This is an optimization exercise on Yosys and OpenROAD, whose aim is small area, not a production implementation. The RTL was checked by simulation tests, not by an equivalence proof against the original design. Power figures rest on the tool's default switching activity, not on a simulated workload.

## ptp_ts_queue_ctrl
module ptp_ts_queue_ctrl #(
  parameter int DEPTH_LOG2 = 4,
  parameter int OVF_W      = 8
) (
  input  logic                  clk,
  input  logic                  rst,
  input  logic                  int_valid,
  input  logic                  int_sop,
  input  logic                  int_eop,
  input  logic [63:0]           rtc_time,
  input  logic                  ptp_found,
  input  logic [31:0]           ptp_infor,
  input  logic                  q_rd_en,
  input  logic                  q_flush,
  output logic [95:0]           q_data,
  output logic [DEPTH_LOG2:0]   q_cnt,
  output logic                  q_empty,
  output logic                  q_full,
  output logic [OVF_W-1:0]      q_ovf_cnt,
  output logic [1:0]            fsm_state
);
  localparam int DEPTH = 1 << DEPTH_LOG2;
  logic [1:0]  state;
  logic        sop, push_req;
  logic [63:0] ts_hold;
  logic        push_pend;
  logic [31:0] infor_stg;
  logic        ph;
  logic [DEPTH-1:0][95:0] slot;
  logic [DEPTH:0]   live;                  
  logic [DEPTH-1:0] s_hold, s_shift, s_load;
  logic [DEPTH_LOG2:0] tail;
  logic [95:0]      wdata;
  logic             pop, wr_en, ovf_hit, clr;
  logic unused_eop;
  assign unused_eop = int_eop;
  assign sop       = int_valid && int_sop;
  assign push_req  = !sop && state == 2'd1 && ptp_found;
  assign fsm_state = state;
  always_ff @(posedge clk) begin
    if (rst) begin
  ...
For scale: about 3600 cells after synthesis, about 1600 flip-flops, about 220 I/O pins, roughly 52000 um2 of cells after synthesis.
make LEC_CHECK=0 CAP_MARGIN=20 CORE_MARGIN=2 CORE_UTILIZATION=40 CTS_BUF_LIST='sky130_fd_sc_hd__clkbuf_4 sky130_fd_sc_hd__clkbuf_8' CTS_CLUSTER_SIZE=16 SLEW_MARGIN=20 SYNTH_HIERARCHICAL=1 finish   # period 5.0 ns
run.sh (not shown) runs the stock make flow with config.mk's settings and CLKGATE_MAP_FILE= SYNTH_SCRIPT=/design/flow/synth_recipe.tcl, a recipe that flattens the netlist after the stock synthesis.
Then changed:
Settings changed: CTS_BUF_LIST sky130_fd_sc_hd__clkbuf_4 sky130_fd_sc_hd__clkbuf_8 to not set, CTS_CLUSTER_SIZE 16 to not set.
- setup slack gains 0.16 ns
- routed wire length is lower by 1.0%
- synthesized cell count does not change
- fmax rose by about 4%
- power is about the same
- clock skew shrinks by 0.017 ns
- core utilization went down by 0.20 points
- cell area drops by 0.40%
- register-to-register slack got worse by 0.02 ns
- worst hold slack gets better by 0.032 ns

* * *

try-garnet:
Another version of the RTL of ptp_ts_queue_ctrl (not shown whole).
For scale: ~3600 cells after synthesis, ~1700 flip-flops, about 220 I/O pins, about 52000 sq um of cells after synthesis.
==> flow/design.v (excerpt) <==
module ptp_ts_queue_ctrl #(
  parameter int DEPTH_LOG2 = 4,
  parameter int OVF_W      = 8
) (
  input  logic                  clk,
  input  logic                  rst,
  input  logic                  int_valid,
  input  logic                  int_sop,
  input  logic                  int_eop,
  input  logic [63:0]           rtc_time,
  input  logic                  ptp_found,
  input  logic [31:0]           ptp_infor,
  input  logic                  q_rd_en,
  input  logic                  q_flush,
  output logic [95:0]           q_data,
  output logic [DEPTH_LOG2:0]   q_cnt,
  output logic                  q_empty,
  output logic                  q_full,
  output logic [OVF_W-1:0]      q_ovf_cnt,
  output logic [1:0]            fsm_state
);
  localparam int DEPTH = 1 << DEPTH_LOG2;
  logic [1:0]  state;
  logic        sop, push_req;
  logic [63:0] ts_hold;
  logic        push_pend;
  logic [31:0] infor_stg;
  logic [DEPTH-1:0][95:0] slot;
  logic [DEPTH:0]   live;                  
  logic [DEPTH-1:0] s_hold, s_shift, s_load;
  logic [DEPTH_LOG2:0] tail;
  logic [95:0]      wdata;
  logic             pop, wr_en, ovf_hit, clr;
  logic unused_eop;
  assign unused_eop = int_eop;
  assign sop       = int_valid && int_sop;
  assign push_req  = !sop && state == 2'd1 && ptp_found;
  assign fsm_state = state;
  always_ff @(posedge clk) begin
    if (rst) begin
      state     <= 2'd0;
      push_pend <= 1'b0;
    end else begin
      if (sop)           state <= 2'd1;
      else if (push_req) state <= 2'd2;
      push_pend <= push_req;
    end
  end
  always_ff @(posedge clk) begin
    if (sop) ts_hold <= rtc_time;
    infor_stg <= ptp_infor;
  end
  assign q_empty = (q_cnt == '0);
  assign q_full  = q_cnt[DEPTH_LOG2];
  ...
Settings: LEC_CHECK=0, CAP_MARGIN=20, CORE_MARGIN=2, CORE_UTILIZATION=40, PLACE_DENSITY=0.8, SLEW_MARGIN=20, SYNTH_HIERARCHICAL=1; clock period 5.0 ns.
standard.sh (not shown) runs the stock make flow with config.mk's settings and CLKGATE_MAP_FILE= SYNTH_SCRIPT=/design/flow/synth_recipe.tcl, a recipe that flattens the netlist after the stock synthesis.
==> flow/flow/run.sh <==
#!/bin/bash
# The standard layout (standard.sh, unchanged synthesis) with two knobs
# that ORFS reads from the environment:
# - port buffers use the smallest buffer cell instead of clkdlybuf4s50_1;
# - clock tree synthesis clusters up to 24 sinks per leaf buffer and adds no
#   dummy loads.
# ORFS's own per-step logs stay under orfs/logs; make's output goes to
# standard.log here.
set -euo pipefail
export BUFFER_PORTS_ARGS="-buffer_cell sky130_fd_sc_hd__buf_1"
export CTS_ARGS="-sink_clustering_enable -repair_clock_nets -dont_use_dummy_load -sink_clustering_size 24 -sink_clustering_max_diameter 80"
bash standard.sh > standard.log 2>&1
Input-level comparison between try-violet and try-garnet:
diff --git a/flow/config.mk b/flow/config.mk
--- a/flow/config.mk
+++ b/flow/config.mk
@@ -9,4 +9,3 @@
 export CORE_MARGIN = 2
-export CORE_UTILIZATION = 40
-export PLACE_DENSITY = 0.8
+export CORE_UTILIZATION = 60
 export SLEW_MARGIN = 20
[summary]
Register share of the cell area, try-garnet and try-violet: lower on try-garnet. Destination of the critical timing path = slot[740]$_DFF_P_: try-violet; destination of the critical timing path = slot[892]$_DFF_P_: try-garnet. Area: try-violet vs try-garnet -> try-violet smaller. When the final numbers for try-garnet and try-violet were put side by side, the share of power burned in the clock network turned out to be smaller in try-violet. sky130_fd_sc_hd__a21oi_4 as the critical path's slowest cell was reported by try-garnet, and sky130_fd_sc_hd__dfxtp_1 by try-violet. Compared to try-garnet, the routing of try-violet uses more wire.
[inputs] try-willow vs try-violet
diff --git a/flow/config.mk b/flow/config.mk
--- a/flow/config.mk
+++ b/flow/config.mk
@@ -10,2 +10,3 @@
 export CORE_UTILIZATION = 60
+export PLACE_DENSITY = 0.85
 export SLEW_MARGIN = 20
Notes after the runs:
The run showing the smaller minimum clock period is try-willow. Sequential share of layout area delta (try-violet -> try-willow): insignificant. Note that the non-clock buffer instance count of the final layout recorded for try-willow amounts to 0.946 times the value seen in try-violet. try-willow -> try-violet: final total negative setup slack delta 0, exact match. First-pass iteration count of the detailed router was lower in the run labelled try-violet.
The following lists how try-cedar was set up differently from try-willow:
==> flow/flow/run.sh <==
#!/bin/bash
# The standard layout (standard.sh, unchanged synthesis) with two knobs
# that ORFS reads from the environment:
# - port buffers use the smallest buffer cell instead of clkdlybuf4s50_1;
# - clock tree synthesis clusters up to 24 sinks (150 um across) per leaf buffer and adds no
#   dummy loads.
# ORFS's own per-step logs stay under orfs/logs; make's output goes to
# standard.log here.
set -euo pipefail
export BUFFER_PORTS_ARGS="-buffer_cell sky130_fd_sc_hd__buf_1"
export CTS_ARGS="-sink_clustering_enable -repair_clock_nets -dont_use_dummy_load -sink_clustering_size 24 -sink_clustering_max_diameter 150"
bash standard.sh > standard.log 2>&1
diff --git a/flow/config.mk b/flow/config.mk
--- a/flow/config.mk
+++ b/flow/config.mk
@@ -9,4 +9,3 @@
 export CORE_MARGIN = 2
-export CORE_UTILIZATION = 60
-export PLACE_DENSITY = 0.85
+export CORE_UTILIZATION = 65
 export SLEW_MARGIN = 20
- Looking at start point of the critical path, the q_rd_en result is from try-cedar; the q_cnt[1]$_SDFFE_PP0P_ one comes from try-willow.
- In the tables for try-cedar and try-willow, count of clock-buffer cells in the layout reads higher with try-willow.
- From try-willow to try-cedar the numbers moved as follows: global routing usage on met1 climbed 7.8 points; overall power of the completed layout did not really move; antenna violation net count after detailed routing closely matched the old numbers.
- Clock latency on the worst-skew pair was higher in try-willow than in try-cedar.
- Final routed wire length divided by cell count (try-cedar / try-willow): 1.12

* * *

## rev 12
The RTL this note starts from:
==> flow/design.v <==
module ptp_ts_queue_ctrl #(
  parameter int DEPTH_LOG2 = 4,
  parameter int OVF_W      = 8
) (
  input  logic                  clk,
  input  logic                  rst,
  input  logic                  int_valid,
  input  logic                  int_sop,
  input  logic                  int_eop,
  input  logic [63:0]           rtc_time,
  input  logic                  ptp_found,
  input  logic [31:0]           ptp_infor,
  input  logic                  q_rd_en,
  input  logic                  q_flush,
  output logic [95:0]           q_data,
  output logic [DEPTH_LOG2:0]   q_cnt,
  output logic                  q_empty,
  output logic                  q_full,
  output logic [OVF_W-1:0]      q_ovf_cnt,
  output logic [1:0]            fsm_state
);
  localparam int DEPTH = 1 << DEPTH_LOG2;
  logic [1:0]  state;
  logic        sop, push_req;
  logic [63:0] ts_hold;
  logic        push_pend;
  logic [31:0] infor_stg;
  logic [DEPTH-1:0][95:0] slot;
  logic [DEPTH:0]   live;                  
  logic [DEPTH-1:0] s_hold, s_shift, s_load;
  logic [DEPTH_LOG2:0] tail;
  logic [95:0]      wdata;
  logic             pop, wr_en, ovf_hit, clr;
  logic unused_eop;
  assign unused_eop = int_eop;
  assign sop       = int_valid && int_sop;
  assign push_req  = !sop && state == 2'd1 && ptp_found;
  assign fsm_state = state;
  always_ff @(posedge clk) begin
    if (rst) begin
      state     <= 2'd0;
      push_pend <= 1'b0;
    end else begin
      if (sop)           state <= 2'd1;
      else if (push_req) state <= 2'd2;
      push_pend <= push_req;
    end
  end
  always_ff @(posedge clk) begin
    if (sop) ts_hold <= rtc_time;
    infor_stg <= ptp_infor;
  end
  assign q_empty = (q_cnt == '0);
  assign q_full  = q_cnt[DEPTH_LOG2];
  assign pop     = q_rd_en && !q_empty;
  assign wr_en   = push_pend && (!q_full || pop) && !q_flush;
  assign ovf_hit = push_pend && q_full && !pop;
  assign clr     = rst || q_flush;
  assign tail = pop ? q_cnt - 1'b1 : q_cnt;
  always_comb begin
    for (int i = 0; i <= DEPTH; i++) live[i] = (i < DEPTH) && (q_cnt > (DEPTH_LOG2+1)'(i));
    for (int i = 0; i < DEPTH; i++) begin
      s_hold[i]  = !clr && !pop && live[i];
      s_shift[i] = !clr &&  pop && live[i+1];
      s_load[i]  = !rst && wr_en && tail == (DEPTH_LOG2+1)'(i);
    end
  end
  assign wdata = {ts_hold, infor_stg};
  logic [DEPTH-1:0][95:0] slot_d;
  for (genvar i = 0; i < DEPTH - 1; i++) begin : g_slot
    for (genvar b = 0; b < 96; b++) begin : g_bit
      ptp_slot_bit u_bit (
        .q     (slot[i][b]),
        .hold  (s_hold[i]),
        .nxt   (slot[i+1][b]),
        .shift (s_shift[i]),
        .wd    (wdata[b]),
        .load  (s_load[i]),
        .d     (slot_d[i][b])
      );
    end
  end
  assign slot_d[DEPTH-1] = ~((slot[DEPTH-1] & {96{s_hold[DEPTH-1]}}) | (wdata & {96{s_load[DEPTH-1]}}));
  logic [DEPTH-1:0] pol, pol_d;
  logic [DEPTH:0]   pol_up;
  assign pol_up = {1'b0, pol};
  always_comb begin
    for (int i = 0; i < DEPTH; i++)
      pol_d[i] = ~((pol[i] & s_hold[i]) | (pol_up[i+1] & s_shift[i]));
  end
  always_ff @(posedge clk) begin
    slot <= slot_d;
    pol  <= pol_d;
  end
  assign q_data = slot[0] ^ {96{pol[0]}};
  always_ff @(posedge clk) begin
    if (clr) begin
      q_cnt     <= '0;
      q_ovf_cnt <= '0;
    end else begin
      if (wr_en && !pop) q_cnt <= q_cnt + 1'b1;
      else if (!wr_en && pop) q_cnt <= q_cnt - 1'b1;
      if (ovf_hit && q_ovf_cnt != '1) q_ovf_cnt <= q_ovf_cnt + 1'b1;
    end
  end
endmodule
module ptp_slot_bit (
  input  logic q,
  input  logic hold,
  input  logic nxt,
  input  logic shift,
  input  logic wd,
  input  logic load,
  output logic d
);
  assign d = ~((q & hold) | (nxt & shift) | (wd & load));
endmodule
Settings: LEC_CHECK=0, CAP_MARGIN=20, CORE_MARGIN=2, CORE_UTILIZATION=40, CTS_CLUSTER_DIAMETER=80, CTS_CLUSTER_SIZE=24, SLEW_MARGIN=20, SYNTH_HIERARCHICAL=1; clock period 5.0 ns.
==> flow/flow/run.sh <==
#!/bin/bash
# The standard layout (standard.sh, unchanged synthesis) with two knobs
# that ORFS reads from the environment:
# - port buffers use the smallest buffer cell instead of clkdlybuf4s50_1;
# - clock tree synthesis clusters up to 24 sinks per leaf buffer and adds no
#   dummy loads.
# ORFS's own per-step logs stay under orfs/logs; make's output goes to
# standard.log here.
set -euo pipefail
export BUFFER_PORTS_ARGS="-buffer_cell sky130_fd_sc_hd__buf_1"
export CTS_ARGS="-sink_clustering_enable -repair_clock_nets -dont_use_dummy_load -sink_clustering_size 24 -sink_clustering_max_diameter 80"
bash standard.sh > standard.log 2>&1
diff inputs: rev 12 => rev 13
==> flow/run.sh (new file) <==
#!/bin/bash
# synth_recipe.tcl (not shown) runs the flow's synth.tcl, then flattens the netlist and writes it again
# the make line also repeats each setting of config.mk as NAME=value (left out here)
make -C /OpenROAD-flow-scripts/flow DESIGN_CONFIG=/design/flow/config.mk WORK_HOME=/design/flow/orfs CLKGATE_MAP_FILE= SYNTH_SCRIPT=/design/flow/synth_recipe.tcl finish
removed: flow/flow/run.sh
removed: flow/standard.sh
Notes after the runs:
Having completed the whole flow, rev 13 delivered a layout that passed the timing, design-rule and antenna checks.
[compare] base=rev 12 new=rev 13: switching part of the total power higher, count of clock-buffer cells in the layout now sits higher.
Compared with rev 12, rev 13 shows a higher worst hold slack.
Rev 13 vs rev 12 — proportion of cell area spent on the clock network rose 0.34 points.
On overall power consumption, the higher figure sits with rev 13, not rev 12.
The run showing the greater delay of the slowest critical-path stage is rev 13.
From rev 12 to rev 13 the numbers moved as follows: final wirelength went up, maximum clock skew at final layout went down by 74 ps.
Taking rev 12 as the reference point, the setup slack of rev 13 falls by 240 ps.
The endpoint of the worst setup timing path comes out q_empty in one run and slot[952] in the other, namely in rev 13 and rev 12 respectively.

[static timing again, ports no longer ideal]
The results above use ideal ports. As a check the final layouts listed here were re-extracted and re-timed, cells and wires unchanged. Step 1, drivers: a clkbuf_16 drives clk and a buf_2 each remaining input, both assumed. Step 2 moves the port delays by t, midway between the first and last clock arrival at a register: inputs arrive t later, outputs are due t later. That takes back most of the time a late clock gives input paths. a / b / c = no drivers / after step 1 / after step 2; a / b = the first two.
run | shift t [ns] | slack for setup (ns) | hold slack, ns
the first run of note 1 | 1.021 | 0.839 / 0.762 / 0.627 | 0.390 / 0.390 / 0.390
the second run of note 1 | 0.853 | 0.994 / 0.915 / 0.638 | 0.422 / 0.422 / 0.422
try-garnet | 0.735 | 1.104 / 1.104 / 0.540 | 0.383 / 0.371 / 0.383
try-violet | 0.718 | 0.718 / 0.718 / 0.506 | 0.401 / 0.380 / 0.401
try-willow | 0.706 | 1.230 / 1.230 / 1.123 | 0.368 / 0.368 / 0.368
try-cedar | 0.693 | 1.001 / 1.023 / 0.349 | 0.384 / 0.376 / 0.384
rev 12 | 0.771 | 0.958 / 0.958 / 0.958 | 0.363 / 0.309 / 0.363
rev 13 | 0.764 | 0.715 / 0.639 / 0.698 | 0.407 / 0.407 / 0.407
After both steps setup and hold are still met in every run listed. The setup slack of try-cedar, which loses most, moves by +0.022 ns with the drivers and by -0.652 ns with both steps.
